From an optimization exercise on the open Yosys and OpenROAD flow, aimed at small area, a short achievable clock period and few clock cycles; shortcuts taken in it are not production practice. At most, simulation tests tie the RTL to the original design; equivalence was not proved.

==> v11: inputs <==
Design cordic_rot_iter, start of the top module:
module cordic_rot_iter (
    input  logic        clk_i,
    input  logic        rst_i,
    input  logic        valid_i,
    output logic        ready_o,
    input  logic [63:0] angle_i,
    output logic        valid_o,
    input  logic        ready_i,
    output logic [63:0] cos_o,
    output logic [63:0] sin_o,
    output logic        range_err_o
);
export LEC_CHECK = 0
export CAP_MARGIN = 20
export CORE_MARGIN = 2
export CORE_UTILIZATION = 40
export CTS_BUF_LIST = sky130_fd_sc_hd__clkbuf_4 sky130_fd_sc_hd__clkbuf_8
export SETUP_SLACK_MARGIN = 5.0
export SLEW_MARGIN = 20
create_clock -name core_clock -period 8.0 [get_ports {clk_i}]
run.sh (not shown) runs the stock make flow with config.mk's settings and CLKGATE_MAP_FILE= SYNTH_SCRIPT=/design/flow/synth_recipe.tcl, a recipe that flattens the netlist after the stock synthesis.
==> v20 (differences from v11) <==
- SETUP_SLACK_MARGIN: 5.0 -> 4.5
==> comparison <==
Against v20, the worst setup slack of v11 is worse by 0.017 ns.
Between v20 and v11, the lower routed wire length is in v20 (gap 7.4%, measured against v11).
Synthesized cell count is the same in v11 and v20.
In flip-flop and latch count, v20 and v11 do not differ.
Against v11, the design area of v20 is lower by about 11%.
In clock-buffer cell count, v11 and v20 do not differ.
In critical path depth, v20 and v11 do not differ.
Die area is the same in v11 and v20.
Fmax: v11 is lower than v20 (about 0.46%).
==> figures <==
|  | v20 | v11 |
|---|---|---|
| Footprint of the multi-input gates | 0.113 mm² | 0.127 mm² |
| Post-CTS sizing | 1318 | 3672 |
| First DRT Iteration DRCs | 11600 | 12000 |
| Terminus of the critical flop-to-flop path | yp_q8[9]$_DFFE_PN_ | z_q7[25]$_DFFE_PN_ |
| Wire length on met2 | 290000 µm | 316000 µm |
| Number of antenna violations at the first check in global routing | 49 | 47 |
| Number of vias in the routed layout | 149000 | 157000 |
| Highest clock frequency the design can meet | 265 MHz | 263 MHz |
| Fin cells | 26000 | 27400 |
| Largest net degree at the start of global routing | 213 | 167 |
| Crit share post-route | 47.2% | 47.5% |
| Post-Route Utilization | 47.2% | 53.2% |
| Global routing usage on met3 | 5.87% | 7.16% |
| Global routing usage on met1 | 32.2% | 33.5% |
| Result of the run | complete, no violations | complete, no violations |
| Fraction of layout instances using a drive strength above 1 | 14.9% | 29.2% |
Testbench counts of v11, summed over its fixed seeds: cycles 1,864.
Testbench counts of v20, summed over its fixed seeds: cycles 1,864.


==> v19: inputs <==
Another version of the RTL of cordic_rot_iter (not shown whole).
Settings: LEC_CHECK=0, CAP_MARGIN=20, CORE_MARGIN=2, CORE_UTILIZATION=40, SLEW_MARGIN=20; clock period 8.0 ns.
==> inputs of v34, as changes to v19 <==
--- a/flow/design.v
+++ b/flow/design.v
@@ -1309,19 +1309,17 @@
     logic signed [33:0] yp_q32;
     logic signed [33:0] x32, yp32;
     logic [34:0] xt31;
     assign xt31 = {34'(x_q32), 1'b1} + {34'(yp_q32 >>> 31), dcur_q32};
     assign x32 = xt31[34:1];
     assign yp32 = (34'(yp_q32) - 34'(x_q32 >>> 31)) ^ {34{dcur_q32}};
-    logic v_q33;
-    logic e_q33;
-    logic signed [33:0] x_q33;
-    logic signed [33:0] yp_q33;
-    assign valid_o = v_q33;
-    assign en = ~(valid_o & ~ready_i);
-    assign ready_o = en;
+    logic o_v, s_v, o_e, s_e, o_load, rdy_q;
+    logic signed [33:0] o_x, o_y, s_x, s_y;
+    assign en = ~s_v;
+    assign ready_o = rdy_q;   
+    assign o_load = ~o_v | ready_i;
     always_ff @(posedge clk_i or posedge rst_i) begin
         if (rst_i) begin
             v_q1 <= 1'b0;
             v_q2 <= 1'b0;
             v_q3 <= 1'b0;
             v_q4 <= 1'b0;
@@ -1350,47 +1348,58 @@
             v_q27 <= 1'b0;
             v_q28 <= 1'b0;
             v_q29 <= 1'b0;
             v_q30 <= 1'b0;
             v_q31 <= 1'b0;
             v_q32 <= 1'b0;
-            v_q33 <= 1'b0;
-        end else if (en) begin
-            v_q1 <= valid_i;
-            v_q2 <= v_q1;
-            v_q3 <= v_q2;
-            v_q4 <= v_q3;
-            v_q5 <= v_q4;
-            v_q6 <= v_q5;
-            v_q7 <= v_q6;
-            v_q8 <= v_q7;
-            v_q9 <= v_q8;
-            v_q10 <= v_q9;
-            v_q11 <= v_q10;
-            v_q12 <= v_q11;
-            v_q13 <= v_q12;
-            v_q14 <= v_q13;
-            v_q15 <= v_q14;
-            v_q16 <= v_q15;
-            v_q17 <= v_q16;
-            v_q18 <= v_q17;
-            v_q19 <= v_q18;
-            v_q20 <= v_q19;
-            v_q21 <= v_q20;
-            v_q22 <= v_q21;
-            v_q23 <= v_q22;
-            v_q24 <= v_q23;
-            v_q25 <= v_q24;
-            v_q26 <= v_q25;
-            v_q27 <= v_q26;
-            v_q28 <= v_q27;
-            v_q29 <= v_q28;
-            v_q30 <= v_q29;
-            v_q31 <= v_q30;
-            v_q32 <= v_q31;
-            v_q33 <= v_q32;
+            o_v <= 1'b0;
+            s_v <= 1'b0;
+            rdy_q <= 1'b1;
+        end else begin
+            if (en) begin
+                v_q1 <= valid_i;
+                v_q2 <= v_q1;
+                v_q3 <= v_q2;
+                v_q4 <= v_q3;
+                v_q5 <= v_q4;
+                v_q6 <= v_q5;
+                v_q7 <= v_q6;
+                v_q8 <= v_q7;
+                v_q9 <= v_q8;
+                v_q10 <= v_q9;
+                v_q11 <= v_q10;
+                v_q12 <= v_q11;
+                v_q13 <= v_q12;
+                v_q14 <= v_q13;
+                v_q15 <= v_q14;
+                v_q16 <= v_q15;
+                v_q17 <= v_q16;
+                v_q18 <= v_q17;
+                v_q19 <= v_q18;
+                v_q20 <= v_q19;
+                v_q21 <= v_q20;
+                v_q22 <= v_q21;
+                v_q23 <= v_q22;
+                v_q24 <= v_q23;
+                v_q25 <= v_q24;
+                v_q26 <= v_q25;
+                v_q27 <= v_q26;
+                v_q28 <= v_q27;
+                v_q29 <= v_q28;
+                v_q30 <= v_q29;
+                v_q31 <= v_q30;
+                v_q32 <= v_q31;
+            end
+            if (o_load) begin
+                o_v <= s_v | v_q32;
+                s_v <= 1'b0;
+                rdy_q <= 1'b1;
+            end else if (en) begin
+                s_v <= v_q32;
+                rdy_q <= ~v_q32;
+            end
         end
     end
     always_ff @(posedge clk_i) begin
         if (en) begin
             e_q1 <= e0;
             z_q1 <= z1;
@@ -1555,15 +1564,23 @@
             x_q31 <= x30;
             yp_q31 <= yp30;
             e_q32 <= e_q31;
             dcur_q32 <= d31;
             x_q32 <= x31;
             yp_q32 <= yp31;
-            e_q33 <= e_q32;
-            x_q33 <= x32;
-            yp_q33 <= yp32;
+        end
+        if (o_load) begin
+            o_x <= s_v ? s_x : x32;
+            o_y <= s_v ? s_y : yp32;
+            o_e <= s_v ? s_e : e_q32;
+        end
+        if (en) begin
+            s_x <= x32;
+            s_y <= yp32;
+            s_e <= e_q32;
         end
     end
-    assign cos_o = {{30{x_q33[33]}}, x_q33};
-    assign sin_o = {{30{yp_q33[33]}}, yp_q33};
-    assign range_err_o = e_q33;
+    assign valid_o = o_v;
+    assign cos_o = {{30{o_x[33]}}, o_x};
+    assign sin_o = {{30{o_y[33]}}, o_y};
+    assign range_err_o = o_e;
 endmodule
--- a/flow/config.mk
+++ b/flow/config.mk
@@ -5,7 +5,9 @@
 export SDC_FILE = /design/flow/constraint.sdc
 export NUM_CORES = 4
 export LEC_CHECK = 0
 export CAP_MARGIN = 20
 export CORE_MARGIN = 2
 export CORE_UTILIZATION = 40
+export CTS_BUF_LIST = sky130_fd_sc_hd__clkbuf_4 sky130_fd_sc_hd__clkbuf_8
+export SETUP_SLACK_MARGIN = 4.5
 export SLEW_MARGIN = 20
==> inputs of v12, as changes to v19 <==
--- a/flow/design.v
+++ b/flow/design.v
@@ -1309,19 +1309,17 @@
     logic signed [33:0] yp_q32;
     logic signed [33:0] x32, yp32;
     logic [34:0] xt31;
     assign xt31 = {34'(x_q32), 1'b1} + {34'(yp_q32 >>> 31), dcur_q32};
     assign x32 = xt31[34:1];
     assign yp32 = (34'(yp_q32) - 34'(x_q32 >>> 31)) ^ {34{dcur_q32}};
-    logic v_q33;
-    logic e_q33;
-    logic signed [33:0] x_q33;
-    logic signed [33:0] yp_q33;
-    assign valid_o = v_q33;
-    assign en = ~(valid_o & ~ready_i);
-    assign ready_o = en;
+    logic o_v, s_v, o_e, s_e, o_load, rdy_q;
+    logic signed [33:0] o_x, o_y, s_x, s_y;
+    assign en = ~s_v;
+    assign ready_o = rdy_q;   
+    assign o_load = ~o_v | ready_i;
     always_ff @(posedge clk_i or posedge rst_i) begin
         if (rst_i) begin
             v_q1 <= 1'b0;
             v_q2 <= 1'b0;
             v_q3 <= 1'b0;
             v_q4 <= 1'b0;
@@ -1350,47 +1348,58 @@
             v_q27 <= 1'b0;
             v_q28 <= 1'b0;
             v_q29 <= 1'b0;
             v_q30 <= 1'b0;
             v_q31 <= 1'b0;
             v_q32 <= 1'b0;
-            v_q33 <= 1'b0;
-        end else if (en) begin
-            v_q1 <= valid_i;
-            v_q2 <= v_q1;
-            v_q3 <= v_q2;
-            v_q4 <= v_q3;
-            v_q5 <= v_q4;
-            v_q6 <= v_q5;
-            v_q7 <= v_q6;
-            v_q8 <= v_q7;
-            v_q9 <= v_q8;
-            v_q10 <= v_q9;
-            v_q11 <= v_q10;
-            v_q12 <= v_q11;
-            v_q13 <= v_q12;
-            v_q14 <= v_q13;
-            v_q15 <= v_q14;
-            v_q16 <= v_q15;
-            v_q17 <= v_q16;
-            v_q18 <= v_q17;
-            v_q19 <= v_q18;
-            v_q20 <= v_q19;
-            v_q21 <= v_q20;
-            v_q22 <= v_q21;
-            v_q23 <= v_q22;
-            v_q24 <= v_q23;
-            v_q25 <= v_q24;
-            v_q26 <= v_q25;
-            v_q27 <= v_q26;
-            v_q28 <= v_q27;
-            v_q29 <= v_q28;
-            v_q30 <= v_q29;
-            v_q31 <= v_q30;
-            v_q32 <= v_q31;
-            v_q33 <= v_q32;
+            o_v <= 1'b0;
+            s_v <= 1'b0;
+            rdy_q <= 1'b1;
+        end else begin
+            if (en) begin
+                v_q1 <= valid_i;
+                v_q2 <= v_q1;
+                v_q3 <= v_q2;
+                v_q4 <= v_q3;
+                v_q5 <= v_q4;
+                v_q6 <= v_q5;
+                v_q7 <= v_q6;
+                v_q8 <= v_q7;
+                v_q9 <= v_q8;
+                v_q10 <= v_q9;
+                v_q11 <= v_q10;
+                v_q12 <= v_q11;
+                v_q13 <= v_q12;
+                v_q14 <= v_q13;
+                v_q15 <= v_q14;
+                v_q16 <= v_q15;
+                v_q17 <= v_q16;
+                v_q18 <= v_q17;
+                v_q19 <= v_q18;
+                v_q20 <= v_q19;
+                v_q21 <= v_q20;
+                v_q22 <= v_q21;
+                v_q23 <= v_q22;
+                v_q24 <= v_q23;
+                v_q25 <= v_q24;
+                v_q26 <= v_q25;
+                v_q27 <= v_q26;
+                v_q28 <= v_q27;
+                v_q29 <= v_q28;
+                v_q30 <= v_q29;
+                v_q31 <= v_q30;
+                v_q32 <= v_q31;
+            end
+            if (o_load) begin
+                o_v <= s_v | v_q32;
+                s_v <= 1'b0;
+                rdy_q <= 1'b1;
+            end else if (en) begin
+                s_v <= v_q32;
+                rdy_q <= ~v_q32;
+            end
         end
     end
     always_ff @(posedge clk_i) begin
         if (en) begin
             e_q1 <= e0;
             z_q1 <= z1;
@@ -1555,15 +1564,23 @@
             x_q31 <= x30;
             yp_q31 <= yp30;
             e_q32 <= e_q31;
             dcur_q32 <= d31;
             x_q32 <= x31;
             yp_q32 <= yp31;
-            e_q33 <= e_q32;
-            x_q33 <= x32;
-            yp_q33 <= yp32;
+        end
+        if (o_load) begin
+            o_x <= s_v ? s_x : x32;
+            o_y <= s_v ? s_y : yp32;
+            o_e <= s_v ? s_e : e_q32;
+        end
+        if (en) begin
+            s_x <= x32;
+            s_y <= yp32;
+            s_e <= e_q32;
         end
     end
-    assign cos_o = {{30{x_q33[33]}}, x_q33};
-    assign sin_o = {{30{yp_q33[33]}}, yp_q33};
-    assign range_err_o = e_q33;
+    assign valid_o = o_v;
+    assign cos_o = {{30{o_x[33]}}, o_x};
+    assign sin_o = {{30{o_y[33]}}, o_y};
+    assign range_err_o = o_e;
 endmodule
--- a/flow/config.mk
+++ b/flow/config.mk
@@ -4,8 +4,10 @@
 export VERILOG_FILES = /design/flow/design.v
 export SDC_FILE = /design/flow/constraint.sdc
 export NUM_CORES = 4
 export LEC_CHECK = 0
 export CAP_MARGIN = 20
 export CORE_MARGIN = 2
-export CORE_UTILIZATION = 40
+export CORE_UTILIZATION = 55
+export CTS_BUF_LIST = sky130_fd_sc_hd__clkbuf_4 sky130_fd_sc_hd__clkbuf_8
+export SETUP_SLACK_MARGIN = 4.5
 export SLEW_MARGIN = 20
==> inputs of v29, as changes to v19 <==
--- a/flow/config.mk
+++ b/flow/config.mk
@@ -5,7 +5,8 @@
 export SDC_FILE = /design/flow/constraint.sdc
 export NUM_CORES = 4
 export LEC_CHECK = 0
 export CAP_MARGIN = 20
 export CORE_MARGIN = 2
 export CORE_UTILIZATION = 40
+export SETUP_SLACK_MARGIN = 3.6
 export SLEW_MARGIN = 20
==> impl_metrics.csv <==
group,metric,value,unit
final_layout,inv_count,929,
synth,synth_seq_cells,2495,
critical_path,crit_path_start_kind,"register",
run_status,status,"complete, no violations",
critical_path,cp-endpoint,"sin_o[63]",
final_layout,seq_area_share,34.8,%
clocking,post_cts_buffers,166,
synth,synth_compound_area_share,19.9,%
floorplanning,die_width,687,um
clocking,clockRootBuffer,"clkbuf_8",
Source of the figures above: v34

==> impl_metrics.csv <==
group,metric,value,unit
final_layout,seq_area_share,35.3,%
critical_path,end_kind,"register",
synth,synth_compound_area_share,20.5,%
critical_path,crit_path_start_kind,"input port",
run_status,status,"complete, no violations",
placement,dp_hpwl,385000,um
final_layout,inv_count,915,
final_layout,final_common_cell,"edfxtp_1",
placement,routabilityCongestion,0.974,
floorplanning,die_area,0.470,mm^2
timing,min_period,5.43,ns
final_layout,multi_input_area,0.108,mm^2
floorplanning,die_width,685,um
grt,first_global_vias,136000,
synth,synth_seq_cells,2424,
grt,grtUsageMet1,27.4,%
clocking,clockRootBuffer,"clkbuf_16",
synth,synth_area_leaders,"edfxtp_1 38%, ha_1 13%, xnor2_1 9.3%",
Source of the figures above: v19

==> impl_metrics.csv <==
group,metric,value,unit
critical_path,reg2regPathDepth,9,
timing,setup_ws,3.58,ns
final_layout,inv_count,918,
clocking,cts_made_buffers,295,
critical_path,crit_path_start_kind,"input port",
clocking,clockRootBuffer,"clkbuf_16",
synth,synth_compound_area_share,20.5,%
synth,synth_top_flop_cell,"edfxtp_1",
critical_path,cp-endpoint,"y7[14]",
floorplanning,die_width,685,um
final_layout,fin_cells,25300,
run_status,status,"complete, no violations",
synth,synth_seq_cells,2424,
timing,tns,0,ns
clocking,post_cts_buffers,5,
final_layout,seq_area_share,35.2,%
Source of the figures above: v29

==> impl_metrics.csv <==
group,metric,value,unit
run_status,status,"complete, no violations",
synth,synth_seq_cells,2495,
synth,syn_nets,20600,
synth,synthArstFlopShare,1.40,%
final_layout,inv_count,928,
critical_path,crit_path_start_kind,"register",
clocking,ctsResizeCount,687,
floorplanning,die_width,586,um
synth,synth_compound_area_share,19.9,%
timing,min_period,3.59,ns
critical_path,cp-endpoint,"z_q4[24]",
floorplanning,rows,213,
clocking,post_cts_buffers,113,
grt,first_global_vias,138000,
critical_path,critical_path.top_delay_family,"compound AO/OA/AOI/OAI gates",
final_layout,n_antenna_cell,9,
grt,antenna_found_initial,13,
clocking,clockRootBuffer,"clkbuf_8",
Source of the figures above: v12

Testbench counts of v34, summed over its fixed seeds: cycles 1,864.
Testbench counts of v12, summed over its fixed seeds: cycles 1,864.
Function not checked in v19 and v29: the RTL went through the layout flow alone.

[port drivers added, routing unchanged]
The flow's constraints put no driver on any port. The routed layouts listed below were extracted and timed again, unchanged, in two steps. Step 1, drivers: a clkbuf_16 drives clk_i and a buf_2 each remaining input, both assumed. Step 2 times the ports against the registers' clock, not the clock port: input delays grow and output delays shrink by t, the midpoint of the rising clock arrivals with the driver on. a / b / c = no drivers / after step 1 / after step 2; a / b = the first two.
run	t (ns)	setup WS [ns]	worst setup path after step 2
v11	1.325	4.204 / 4.070 / 3.531	input to register
v20	1.308	4.221 / 4.089 / 3.340	input to register
v19	1.042	2.574 / 2.666 / 1.624	input to register
v34	1.257	4.365 / 4.249 / 3.292	input to register
v12	1.216	4.412 / 4.315 / 3.413	input to register
v29	1.052	3.585 / 3.630 / 2.631	input to register
After both steps setup and hold are still met in every run listed. The setup slack of v34, which loses most, moves by -0.116 ns with the drivers and by -1.073 ns with both steps.
